What follows belongs to an exercise in optimizing a design on an open flow for small area; a production flow would make more cautious choices. At most, simulation tests tie the RTL to the original design; equivalence was not proved. Power is estimated from default activity; no workload was simulated.

==> 01-25: inputs <==
==> flow/design.v <==
package tsdc_pkg;
    localparam int TSDC_QUEUE_DEPTH = 2;
    localparam int CFG_ADDR_W = 5;
    localparam int CFG_DATA_W = 64;
    localparam logic [1:0] CFG_IDX_MAX_PAYLOAD = 2'd0;
    localparam logic [1:0] CFG_IDX_MAJOR       = 2'd1;
    localparam logic [1:0] CFG_IDX_MINOR       = 2'd2;
    localparam logic [34:0] CFG_MAX_PAYLOAD_RST = 35'h4_0000_0000;
    localparam logic [15:0] CFG_MAJOR_RST       = 16'd1;
    localparam logic [15:0] CFG_MINOR_RST       = 16'd0;
    localparam logic [1:0] OUT_REC_HDR = 2'd0;
    localparam logic [1:0] OUT_PAYLOAD = 2'd1;
    localparam logic [1:0] OUT_ERROR   = 2'd2;
    localparam logic [3:0] ERR_MAGIC     = 4'd0;
    localparam logic [3:0] ERR_MAJOR     = 4'd1;
    localparam logic [3:0] ERR_MINOR     = 4'd2;
    localparam logic [3:0] ERR_ENDIAN    = 4'd3;
    localparam logic [3:0] ERR_HDR_SIZE  = 4'd4;
    localparam logic [3:0] ERR_SEQUENCE  = 4'd5;
    localparam logic [3:0] ERR_ZERO_KIND = 4'd6;
    localparam logic [3:0] ERR_SIZE      = 4'd7;
    localparam logic [3:0] ERR_TRUNCATED = 4'd8;
    localparam logic [63:0] STREAM_MAGIC = 64'h4352_5447_4244_5452;
    localparam logic [31:0] ENDIAN_MARK  = 32'h0102_0304;
    localparam logic [63:0] HEADER_BYTES = 64'd24;
    localparam logic [4:0]  HDR_LAST_IDX = 5'd23;
    localparam logic [4:0]  MAGIC_LAST_IDX = 5'd7;
    typedef struct packed {
        logic [7:0] data_byte;
        logic       end_of_stream;
    } src_item_t;
    localparam int RES_ITEM_W = 178;    
    typedef struct packed {
        logic [1:0]  out_type;
        logic [63:0] rec_sequence;
        logic [31:0] rec_kind;
        logic [31:0] rec_flags;
        logic [34:0] rec_size;
        logic [7:0]  payload_value;
        logic        last;
        logic [3:0]  error_code;
    } res_item_t;
    typedef struct packed {
        logic [34:0] max_payload_bytes;
        logic [15:0] supported_major;
        logic [15:0] supported_minor;
    } cfg_t;
endpackage
module tsdc_top
(
    input  logic        clk,
    input  logic        rst_n,
    input  logic        psel,
    input  logic        penable,
    input  logic        pwrite,
    input  logic [4:0]  paddr,
    input  logic [63:0] pwdata,
    output logic [63:0] prdata,
    output logic        pready,
    input  logic        src_valid,
    output logic        src_stall,
    input  logic [7:0]  src_data,
    input  logic        src_eos,
    output logic        res_valid,
    input  logic        res_stall,
    output logic [1:0]  res_type,
    output logic [63:0] res_sequence,
    output logic [31:0] res_kind,
    output logic [31:0] res_flags,
    output logic [34:0] res_size,
    output logic [7:0]  res_payload,
    output logic        res_last,
    output logic [3:0]  res_error
);
    localparam logic [1:0] PH_FILE = 2'd0;
    localparam logic [1:0] PH_REC  = 2'd1;
    localparam logic [1:0] PH_PAY  = 2'd2;
    localparam logic [1:0] PH_HALT = 2'd3;
    localparam logic [1:0] T_HDR = 2'd0;
    localparam logic [1:0] T_PAY = 2'd1;
    localparam logic [1:0] T_ERR = 2'd2;
    localparam logic [63:0] MAGIC  = 64'h4352_5447_4244_5452;
    localparam logic [31:0] ENDIAN = 32'h0102_0304;
    logic [34:0] cfg_max;
    logic [15:0] cfg_major;
    logic [15:0] cfg_minor;
    always_ff @(posedge clk or negedge rst_n)
    begin
        if (!rst_n)
        begin
            cfg_max   <= 35'h4_0000_0000;
            cfg_major <= 16'd1;
            cfg_minor <= 16'd0;
        end
        else if (psel && penable && pwrite)
        begin
            case (paddr[4:3])
                2'd0:    cfg_max   <= pwdata[34:0];
                2'd1:    cfg_major <= pwdata[15:0];
                2'd2:    cfg_minor <= pwdata[15:0];
                default: ;
            endcase
        end
    end
    always_comb
    begin
        case (paddr[4:3])
            2'd0:    prdata = {29'd0, cfg_max};
            2'd1:    prdata = {48'd0, cfg_major};
            2'd2:    prdata = {48'd0, cfg_minor};
            default: prdata = '0;
        endcase
    end
    assign pready = 1'b1;
    logic       v0, v1;
    logic [1:0] t0, t1;
    logic [7:0] d0, d1;
    logic       l0, l1;
    logic       accept;
    logic       pop;
    logic       push;
    logic [1:0] p_type;
    logic [7:0] p_data;
    logic       p_last;
    assign src_stall = v1;
    assign res_valid = v0;
    assign accept    = src_valid && !v1;
    assign pop       = v0 && !res_stall;
    logic [1:0]  ph, ph_n;
    logic [4:0]  idx, idx_n;
    logic [63:0] hseq;           
    logic [31:0] ck, cf;         
    logic [34:0] cs;
    logic [31:0] ok, of;         
    logic [34:0] os;
    logic [7:0]  b;
    logic        eos;
    logic        err_push;
    logic [3:0]  err_code;
    logic        lane_wr;
    logic        pay_acc;
    assign b   = src_data;
    assign eos = src_eos;
    logic        fa, fb, fc, fd;
    logic        fa_n, fb_n, fc_n, fd_n;
    logic        cy;             
    logic        cy_eff;
    logic [7:0]  hb;
    logic [7:0]  ref_byte;
    logic        eq, gt;
    logic        file;
    assign file   = (ph == PH_FILE);
    assign cy_eff = (idx == 5'd0) || cy;
    assign hb     = hseq[{idx[2:0], 3'b000} +: 8];
    always_comb
    begin
        ref_byte = 8'd0;
        if (file)
        begin
            case (idx[4:2])
                3'b000, 3'b001: ref_byte = MAGIC[{idx[2:0], 3'b000} +: 8];
                3'b010:         ref_byte = idx[1] ? cfg_minor[{idx[0], 3'b000} +: 8]
                                                  : cfg_major[{idx[0], 3'b000} +: 8];
                3'b011:         ref_byte = ENDIAN[{idx[1:0], 3'b000} +: 8];
                default:        ref_byte = (idx == 5'd16) ? 8'd24 : 8'd0;
            endcase
        end
        else
        begin
            case (idx[4:2])
                3'b000, 3'b001: ref_byte = hb + {7'd0, cy_eff};
                3'b100:         ref_byte = cfg_max[{idx[1:0], 3'b000} +: 8];
                3'b101:         ref_byte = (idx[1:0] == 2'd0) ? {5'd0, cfg_max[34:32]} : 8'd0;
                default:        ref_byte = 8'd0;
            endcase
        end
    end
    assign eq = (b == ref_byte);
    assign gt = (b > ref_byte);
    always_comb
    begin
        fa_n = fa;
        fb_n = fb;
        fc_n = fc;
        fd_n = fd;
        if (idx[4:3] == 2'b00)                           
            fa_n = ((idx != 5'd0) && fa) || !eq;
        if (file && idx[4:1] == 4'b0100)                 
            fa_n = ((idx != 5'd8) && fa) || !eq;
        if (file && idx[4:1] == 4'b0101)                 
            fb_n = gt || (eq && (idx != 5'd10) && fb);
        if (!file && idx[4:2] == 3'b010)                 
            fb_n = ((idx != 5'd8) && fb) || !eq;
        if (idx[4:2] == 3'b011)                          
            fc_n = ((idx != 5'd12) && fc) || !eq;
        if (idx[4])                                      
        begin
            if (file)
                fd_n = ((idx != 5'd16) && fd) || !eq;
            else
                fd_n = gt || (eq && (idx != 5'd16) && fd);
        end
    end
    always_comb
    begin
        ph_n     = ph;
        idx_n    = idx;
        push     = 1'b0;
        err_push = 1'b0;
        err_code = 4'd0;
        p_type   = T_HDR;
        p_last   = 1'b0;
        lane_wr  = 1'b0;
        pay_acc  = 1'b0;
        if (accept)
        begin
            case (ph)
                PH_FILE:
                begin
                    if (eos)
                    begin
                        err_push = 1'b1;
                        err_code = 4'd8;
                    end
                    else
                    begin
                        lane_wr = 1'b1;
                        idx_n   = idx + 5'd1;
                        if (idx == 5'd7 && fa_n)
                        begin
                            err_push = 1'b1;
                            err_code = 4'd0;
                        end
                        else if (idx == 5'd23)
                        begin
                            idx_n = 5'd0;
                            if (fa)
                            begin
                                err_push = 1'b1;
                                err_code = 4'd1;
                            end
                            else if (fb)
                            begin
                                err_push = 1'b1;
                                err_code = 4'd2;
                            end
                            else if (fc)
                            begin
                                err_push = 1'b1;
                                err_code = 4'd3;
                            end
                            else if (fd_n)
                            begin
                                err_push = 1'b1;
                                err_code = 4'd4;
                            end
                            else
                            begin
                                ph_n = PH_REC;
                            end
                        end
                    end
                end
                PH_REC:
                begin
                    if (eos)
                    begin
                        ph_n = PH_HALT;
                        if (idx != 5'd0)
                        begin
                            err_push = 1'b1;
                            err_code = 4'd8;
                        end
                    end
                    else
                    begin
                        lane_wr = 1'b1;
                        if (idx != 5'd23)
                        begin
                            idx_n = idx + 5'd1;
                        end
                        else
                        begin
                            idx_n = 5'd0;
                            if (fa)
                            begin
                                err_push = 1'b1;
                                err_code = 4'd5;
                            end
                            else if (!fb)
                            begin
                                err_push = 1'b1;
                                err_code = 4'd6;
                            end
                            else if (fd_n)
                            begin
                                err_push = 1'b1;
                                err_code = 4'd7;
                            end
                            else
                            begin
                                push   = 1'b1;
                                p_type = T_HDR;
                                p_last = (cs == 35'd0);
                                ph_n   = (cs != 35'd0) ? PH_PAY : PH_REC;
                            end
                        end
                    end
                end
                PH_PAY:
                begin
                    if (eos)
                    begin
                        err_push = 1'b1;
                        err_code = 4'd8;
                    end
                    else
                    begin
                        pay_acc = 1'b1;
                        push    = 1'b1;
                        p_type  = T_PAY;
                        p_last  = (cs == 35'd1);
                        if (cs == 35'd1)
                            ph_n = PH_REC;
                    end
                end
                default:
                begin
                end
            endcase
        end
        if (err_push)
        begin
            push   = 1'b1;
            p_type = T_ERR;
            ph_n   = PH_HALT;
        end
    end
    assign p_data = err_push ? {4'd0, err_code} : b;
    logic        c_shift;
    logic [34:0] cs_dec;
    assign c_shift = lane_wr && (idx >= 5'd8) && (idx <= 5'd19);
    assign cs_dec  = cs - 35'd1;
    logic [31:0] ck_n, cf_n;
    logic [34:0] cs_n;
    always_comb
    begin
        {cs_n, cf_n, ck_n} = {cs, cf, ck};
        if (err_push)
            {cs_n, cf_n, ck_n} = '0;
        else if (c_shift)
            {cs_n[31:0], cf_n, ck_n} = {b, cs[31:0], cf, ck[31:8]};
        else if (lane_wr && idx == 5'd20)
            cs_n[34:32] = b[2:0];
        else if (pay_acc)
            cs_n = cs_dec;
    end
    always_ff @(posedge clk)
    begin
        ck <= ck_n;
        cf <= cf_n;
        cs <= cs_n;
    end
    logic       head_ld;
    logic [1:0] head_type_n;
    assign head_ld     = (pop && v1) || (push && (!v0 || pop));
    assign head_type_n = (pop && v1) ? t1 : p_type;
    always_ff @(posedge clk or negedge rst_n)
    begin
        if (!rst_n)
        begin
            v0   <= 1'b0;
            v1   <= 1'b0;
            ph   <= PH_FILE;
            idx  <= 5'd0;
        end
        else
        begin
            if (pop)
            begin
                v1 <= 1'b0;
                v0 <= v1 || push;
            end
            else if (push)
            begin
                v0 <= 1'b1;
                v1 <= v0;
            end
            ph  <= ph_n;
            idx <= idx_n;
        end
    end
    always_ff @(posedge clk)
    begin
        if (ph == PH_FILE || (head_ld && head_type_n == T_ERR))
            hseq <= 64'd0;
        else
            hseq <= hseq + {63'd0, head_ld && head_type_n == T_HDR};
    end
    always_ff @(posedge clk)
    begin
        if (head_ld)
        begin
            if (pop && v1)
            begin
                t0 <= t1;
                d0 <= d1;
                l0 <= l1;
            end
            else
            begin
                t0 <= p_type;
                d0 <= p_data;
                l0 <= p_last;
            end
        end
        if (push && v0 && !pop)
        begin
            t1 <= p_type;
            d1 <= p_data;
            l1 <= p_last;
        end
        if (accept)
        begin
            fa <= fa_n;
            fb <= fb_n;
            fc <= fc_n;
            fd <= fd_n;
            cy <= cy_eff && (b == 8'd0);
        end
        if (head_ld && head_type_n != T_PAY)
        begin
            ok <= ck_n;
            of <= cf_n;
            os <= cs_n;
        end
    end
    logic h_err;
    assign h_err        = (t0 == T_ERR);
    assign res_type     = t0;
    assign res_sequence = hseq;
    assign res_kind     = ok;
    assign res_flags    = of;
    assign res_size     = os;
    assign res_payload  = (t0 == T_PAY) ? d0 : 8'd0;
    assign res_last     = l0;
    assign res_error    = h_err ? d0[3:0] : 4'd0;
endmodule
==> flow/flow/run.sh <==
#!/bin/bash
# The standard layout with three changes:
#  - synthesis maps the logic with flow/abc_area.script, an area-oriented
#    version of ORFS's abc_speed.script (more &dch/&syn4/&nf rounds, &nf with
#    delay relaxation, no buffering or upsizing); everything else in
#    synthesis is the standard synthesis, so the registers are the same;
#  - the port buffers are buf_1 cells instead of the resizer's default pick;
#  - clock tree synthesis uses clkbuf_4 cells on small sink clusters without
#    dummy loads.
# Each step's output goes to a log file of its own in this folder.
set -euo pipefail
W=$(pwd)
rm -rf "$W/scripts_area"
cp -r "$FLOW_HOME/scripts" "$W/scripts_area"
cp "$W/flow/abc_area.script" "$W/scripts_area/abc_speed.script"
export BUFFER_PORTS_ARGS="-buffer_cell sky130_fd_sc_hd__buf_1"
export CTS_ARGS="-sink_clustering_enable -repair_clock_nets -dont_use_dummy_load -buf_list sky130_fd_sc_hd__clkbuf_4 -sink_clustering_size 9 -sink_clustering_max_diameter 40"
bash standard.sh SCRIPTS_DIR="$W/scripts_area" synth > synth.log 2>&1
bash standard.sh finish > layout.log 2>&1
==> flow/flow/abc_area.script <==
&get -n
&st
&dch
&nf -R 1000 -p
&st
&syn2
&if -g -K 6
&synch2
&nf -R 1000 -p
&st
&syn2
&if -g -K 6
&synch2
&nf -R 1000 -p
&st
&syn2
&if -g -K 6
&synch2
&nf -R 1000 -p
&st
&syn2
&if -g -K 6
&synch2
&nf -R 1000 -p
&st
&syn2
&if -g -K 6
&synch2
&nf -R 1000 -p
&st
&dch -f
&nf -R 1000 -p
&st
&dch -f
&nf -R 1000 -p
&st
&dch -f
&nf -R 1000 -p
&st
&dch -f
&nf -R 1000 -p
&st
&dch -f
&nf -R 1000 -p
&st
&dch -f
&nf -R 1000 -p
&st
&dch -f
&nf -R 1000 -p
&st
&dch -f
&nf -R 1000 -p
&st
&syn4
&dch -f
&nf -R 1000 -p
&st
&syn4
&dch -f
&nf -R 1000 -p
&st
&syn4
&dch -f
&nf -R 1000 -p
&st
&syn4
&dch -f
&nf -R 1000 -p
&st
&syn4
&dch -f
&nf -R 1000 -p
&st
&syn4
&dch -f
&nf -R 1000 -p
&st
&syn4
&dch -f
&nf -R 1000 -p
&st
&syn4
&dch -f
&nf -R 1000 -p
&put
topo
stime -c
dnsize -c
==> flow/standard.sh <==
#!/bin/bash
# synth_recipe.tcl (not shown) runs the flow's synth.tcl, then flattens the netlist and writes it again
# the make line also repeats each setting of config.mk as NAME=value (left out here)
make -C /OpenROAD-flow-scripts/flow DESIGN_CONFIG=/design/flow/config.mk WORK_HOME=/design/flow/orfs CLKGATE_MAP_FILE= SYNTH_SCRIPT=/design/flow/synth_recipe.tcl "${@:-finish}"
==> flow/config.mk <==
export PLATFORM = sky130hd
export DESIGN_NAME = tsdc_top
export DESIGN_NICKNAME = tsdc_top
export VERILOG_FILES = /design/flow/design.v
export SDC_FILE = /design/flow/constraint.sdc
export NUM_CORES = 4
export LEC_CHECK = 0
export CAP_MARGIN = 0
export CORE_MARGIN = 2
export CORE_UTILIZATION = 40
export SLEW_MARGIN = 0
==> flow/constraint.sdc <==
create_clock -name core_clock -period 8.0 [get_ports {clk}]
set_input_delay 1.6000 -clock core_clock [delete_from_list [all_inputs] [get_ports {clk}]]
set_output_delay 1.6000 -clock core_clock [all_outputs]
set_load 0.01 [all_outputs]
==> 12-02: changes against 01-25 <==
--- a/flow/config.mk
+++ b/flow/config.mk
@@ -5,7 +5,8 @@
 export SDC_FILE = /design/flow/constraint.sdc
 export NUM_CORES = 4
 export LEC_CHECK = 0
-export CAP_MARGIN = 0
+export CAP_MARGIN = 20
 export CORE_MARGIN = 2
 export CORE_UTILIZATION = 40
-export SLEW_MARGIN = 0
+export GPL_TIMING_DRIVEN = 0
+export SLEW_MARGIN = 20
==> 02-20: changes against 01-25 <==
--- a/flow/design.v
+++ b/flow/design.v
@@ -128,6 +128,8 @@
     assign pop       = v0 && !res_stall;
     logic [1:0]  ph, ph_n;
     logic [4:0]  idx, idx_n;
+    logic        bad;            
+    logic        upper;          
     logic [63:0] hseq;           
     logic [31:0] ck, cf;         
     logic [34:0] cs;
@@ -135,72 +137,33 @@
     logic [34:0] os;
     logic [7:0]  b;
     logic        eos;
+    logic [7:0]  ref_byte;
+    logic        cmp_en;
+    logic        bad_n;
+    logic        up_b;
+    logic        upper_all;
     logic        err_push;
     logic [3:0]  err_code;
     logic        lane_wr;
     logic        pay_acc;
-    assign b   = src_data;
-    assign eos = src_eos;
-    logic        fa, fb, fc, fd;
-    logic        fa_n, fb_n, fc_n, fd_n;
+    assign b       = src_data;
+    assign eos     = src_eos;
     logic        cy;             
     logic        cy_eff;
     logic [7:0]  hb;
-    logic [7:0]  ref_byte;
-    logic        eq, gt;
-    logic        file;
-    assign file   = (ph == PH_FILE);
-    assign cy_eff = (idx == 5'd0) || cy;
-    assign hb     = hseq[{idx[2:0], 3'b000} +: 8];
+    assign cy_eff  = (idx == 5'd0) || cy;
+    assign hb      = hseq[{idx[2:0], 3'b000} +: 8];
     always_comb
     begin
-        ref_byte = 8'd0;
-        if (file)
-        begin
-            case (idx[4:2])
-                3'b000, 3'b001: ref_byte = MAGIC[{idx[2:0], 3'b000} +: 8];
-                3'b010:         ref_byte = idx[1] ? cfg_minor[{idx[0], 3'b000} +: 8]
-                                                  : cfg_major[{idx[0], 3'b000} +: 8];
-                3'b011:         ref_byte = ENDIAN[{idx[1:0], 3'b000} +: 8];
-                default:        ref_byte = (idx == 5'd16) ? 8'd24 : 8'd0;
-            endcase
-        end
+        if (ph == PH_FILE)
+            ref_byte = idx[3] ? ENDIAN[{idx[1:0], 3'b000} +: 8] : MAGIC[{idx[2:0], 3'b000} +: 8];
         else
-        begin
-            case (idx[4:2])
-                3'b000, 3'b001: ref_byte = hb + {7'd0, cy_eff};
-                3'b100:         ref_byte = cfg_max[{idx[1:0], 3'b000} +: 8];
-                3'b101:         ref_byte = (idx[1:0] == 2'd0) ? {5'd0, cfg_max[34:32]} : 8'd0;
-                default:        ref_byte = 8'd0;
-            endcase
-        end
-    end
-    assign eq = (b == ref_byte);
-    assign gt = (b > ref_byte);
-    always_comb
-    begin
-        fa_n = fa;
-        fb_n = fb;
-        fc_n = fc;
-        fd_n = fd;
-        if (idx[4:3] == 2'b00)                           
-            fa_n = ((idx != 5'd0) && fa) || !eq;
-        if (file && idx[4:1] == 4'b0100)                 
-            fa_n = ((idx != 5'd8) && fa) || !eq;
-        if (file && idx[4:1] == 4'b0101)                 
-            fb_n = gt || (eq && (idx != 5'd10) && fb);
-        if (!file && idx[4:2] == 3'b010)                 
-            fb_n = ((idx != 5'd8) && fb) || !eq;
-        if (idx[4:2] == 3'b011)                          
-            fc_n = ((idx != 5'd12) && fc) || !eq;
-        if (idx[4])                                      
-        begin
-            if (file)
-                fd_n = ((idx != 5'd16) && fd) || !eq;
-            else
-                fd_n = gt || (eq && (idx != 5'd16) && fd);
-        end
+            ref_byte = hb + {7'd0, cy_eff};
     end
+    assign cmp_en    = (idx[4:3] == 2'b00) || (ph == PH_FILE && idx[4:2] == 3'b011);
+    assign bad_n     = ((idx != 5'd0) && bad) || (cmp_en && (b != ref_byte));
+    assign up_b      = (idx == 5'd20) ? (|b[7:3]) : (|b);
+    assign upper_all = upper || (|b);
     always_comb
     begin
         ph_n     = ph;
@@ -226,7 +189,7 @@
                     begin
                         lane_wr = 1'b1;
                         idx_n   = idx + 5'd1;
-                        if (idx == 5'd7 && fa_n)
+                        if (idx == 5'd7 && bad_n)
                         begin
                             err_push = 1'b1;
                             err_code = 4'd0;
@@ -234,22 +197,22 @@
                         else if (idx == 5'd23)
                         begin
                             idx_n = 5'd0;
-                            if (fa)
+                            if (ck[15:0] != cfg_major)
                             begin
                                 err_push = 1'b1;
                                 err_code = 4'd1;
                             end
-                            else if (fb)
+                            else if (ck[31:16] > cfg_minor)
                             begin
                                 err_push = 1'b1;
                                 err_code = 4'd2;
                             end
-                            else if (fc)
+                            else if (bad)
                             begin
                                 err_push = 1'b1;
                                 err_code = 4'd3;
                             end
-                            else if (fd_n)
+                            else if (upper_all || cs != 35'd24)
                             begin
                                 err_push = 1'b1;
                                 err_code = 4'd4;
@@ -282,17 +245,17 @@
                         else
                         begin
                             idx_n = 5'd0;
-                            if (fa)
+                            if (bad)
                             begin
                                 err_push = 1'b1;
                                 err_code = 4'd5;
                             end
-                            else if (!fb)
+                            else if (ck == 32'd0)
                             begin
                                 err_push = 1'b1;
                                 err_code = 4'd6;
                             end
-                            else if (fd_n)
+                            else if (upper_all || cs > cfg_max)
                             begin
                                 err_push = 1'b1;
                                 err_code = 4'd7;
@@ -373,6 +336,7 @@
             v1   <= 1'b0;
             ph   <= PH_FILE;
             idx  <= 5'd0;
+            hseq <= 64'd0;
         end
         else
         begin
@@ -388,14 +352,8 @@
             end
             ph  <= ph_n;
             idx <= idx_n;
-        end
-    end
-    always_ff @(posedge clk)
-    begin
-        if (ph == PH_FILE || (head_ld && head_type_n == T_ERR))
-            hseq <= 64'd0;
-        else
             hseq <= hseq + {63'd0, head_ld && head_type_n == T_HDR};
+        end
     end
     always_ff @(posedge clk)
     begin
@@ -422,12 +380,11 @@
         end
         if (accept)
         begin
-            fa <= fa_n;
-            fb <= fb_n;
-            fc <= fc_n;
-            fd <= fd_n;
-            cy <= cy_eff && (b == 8'd0);
+            bad <= bad_n;
+            cy  <= cy_eff && (hb == 8'hFF);
         end
+        if (accept && idx[4] && idx[2])
+            upper <= (idx == 5'd20) ? up_b : (upper || up_b);
         if (head_ld && head_type_n != T_PAY)
         begin
             ok <= ck_n;
@@ -438,7 +395,7 @@
     logic h_err;
     assign h_err        = (t0 == T_ERR);
     assign res_type     = t0;
-    assign res_sequence = hseq;
+    assign res_sequence = h_err ? 64'd0 : hseq;
     assign res_kind     = ok;
     assign res_flags    = of;
     assign res_size     = os;
==> flow/run.sh (new file) <==
#!/bin/bash
# synth_recipe.tcl (not shown) runs the flow's synth.tcl, then flattens the netlist and writes it again
# the make line also repeats each setting of config.mk as NAME=value (left out here)
make -C /OpenROAD-flow-scripts/flow DESIGN_CONFIG=/design/flow/config.mk WORK_HOME=/design/flow/orfs CLKGATE_MAP_FILE= SYNTH_SCRIPT=/design/flow/synth_recipe.tcl finish
--- a/flow/config.mk
+++ b/flow/config.mk
@@ -5,7 +5,8 @@
 export SDC_FILE = /design/flow/constraint.sdc
 export NUM_CORES = 4
 export LEC_CHECK = 0
-export CAP_MARGIN = 0
+export CAP_MARGIN = 20
 export CORE_MARGIN = 2
 export CORE_UTILIZATION = 40
-export SLEW_MARGIN = 0
+export CTS_BUF_LIST = sky130_fd_sc_hd__clkbuf_4
+export SLEW_MARGIN = 20
removed: flow/flow/run.sh
removed: flow/flow/abc_area.script
removed: flow/standard.sh
==> run summary <==
12-02 produced a clean layout. 02-20 completed with no timing, DRC or antenna violations. 01-25 completed with no timing, DRC or antenna violations.
In synthesized area, 12-02 and 01-25 do not differ.
In 12-02 the worst hold slack is better than in 02-20, by 0.012 ns.
Between 02-20 and 12-02, the lower sequential cell count is in 02-20 (gap 2).
The highest core utilization belongs to 02-20, the lowest to 01-25.
The highest wire length belongs to 02-20, the lowest to 01-25.
Register-to-register slack is about the same in 12-02 and 01-25.
Final cell count: 02-20 > 12-02 > 01-25.
Cell area, lowest first: 01-25, 12-02, 02-20.
In maximum frequency, 01-25 and 12-02 hardly differ.
==> figures <==
| metric | 01-25 | 02-20 | 12-02 |
|---|---|---|---|
| Placed Instance Area | 17,600 um2 | 21,200 um2 | 17,700 um2 |
| Crit path max fanout | 7 | 12 | 9 |
| Vias per std cell | 5.38 | 5.22 | 5.46 |
| CTS clk-pin slew, worst paths | 0.08 ns | 0.07 ns | 0.07 ns |
| Number of stages on the worst hold path | 1 | 2 | 1 |
| Result of the run | timing/DRC/antenna clean | timing/DRC/antenna clean | timing/DRC/antenna clean |
| Highest metal layer used by the detailed router | met5 | met5 | met4 |
| Number of antenna violations at the first check in global routing | 3 | 3 | 2 |
| Post-route design area | 18,100 um2 | 22,500 um2 | 18,700 um2 |
| Clk pwr | 0.000932 W | 0.00169 W | 0.000949 W |
| Register area | 8950 um2 | 9210 um2 | 8960 um2 |
| Layout clock area frac | 0.0236 | 0.0570 | 0.0237 |
| Count of flip-flops with a built-in enable after synthesis | 126 | 124 | 126 |
| Sequential share of cell area | 0.495 | 0.409 | 0.478 |
| Critical path destination | hseq[57]$_SDFF_PP0_ | hseq[58]$_DFF_PN0_ | hseq[62]$_SDFF_PP0_ |
| Fraction of power consumed by the clock network | 0.172 | 0.281 | 0.170 |
| Detailed Route Iter0 Violations | 695 | 1,071 | 711 |
| Leading cell type by number of instances after synthesis | dfxtp_1 | nand2_1 | dfxtp_1 |
| Post-Syn Instances | 1,358 | 1,782 | 1,358 |
Only the layout flow was run in 02-20; the RTL was not checked for function there.

-- separate check: timing with driven ports --
The flow's constraints put no driver on any port. The routed layouts listed below were extracted and timed again, unchanged, in two steps. Step 1 assumes that a clkbuf_16 drives the clock port and a buf_2 every other input. Step 2, shift: input delay + t, output delay - t, t = (earliest + latest rising clock arrival at the registers) / 2. This alone moves slack from input paths to output paths. a / b / c = ideal / step 1 / step 2; a / b = the first two.
run	t (ns)	setup WS [ns]	hold slack, ns	worst slew at a driven data input, ns
01-25	0.810	0.467 / 0.467 / 0.467	0.477 / 0.477 / 0.477	0.11
12-02	0.825	0.456 / 0.456 / 0.456	0.479 / 0.479 / 0.479	0.09
02-20	0.849	1.205 / 1.205 / 0.855	0.466 / 0.466 / 0.466	0.08
After both steps setup and hold are still met in every run listed. For 02-20, which loses most, drivers alone change the setup slack by 0.000 ns; drivers and shift together by -0.350 ns.
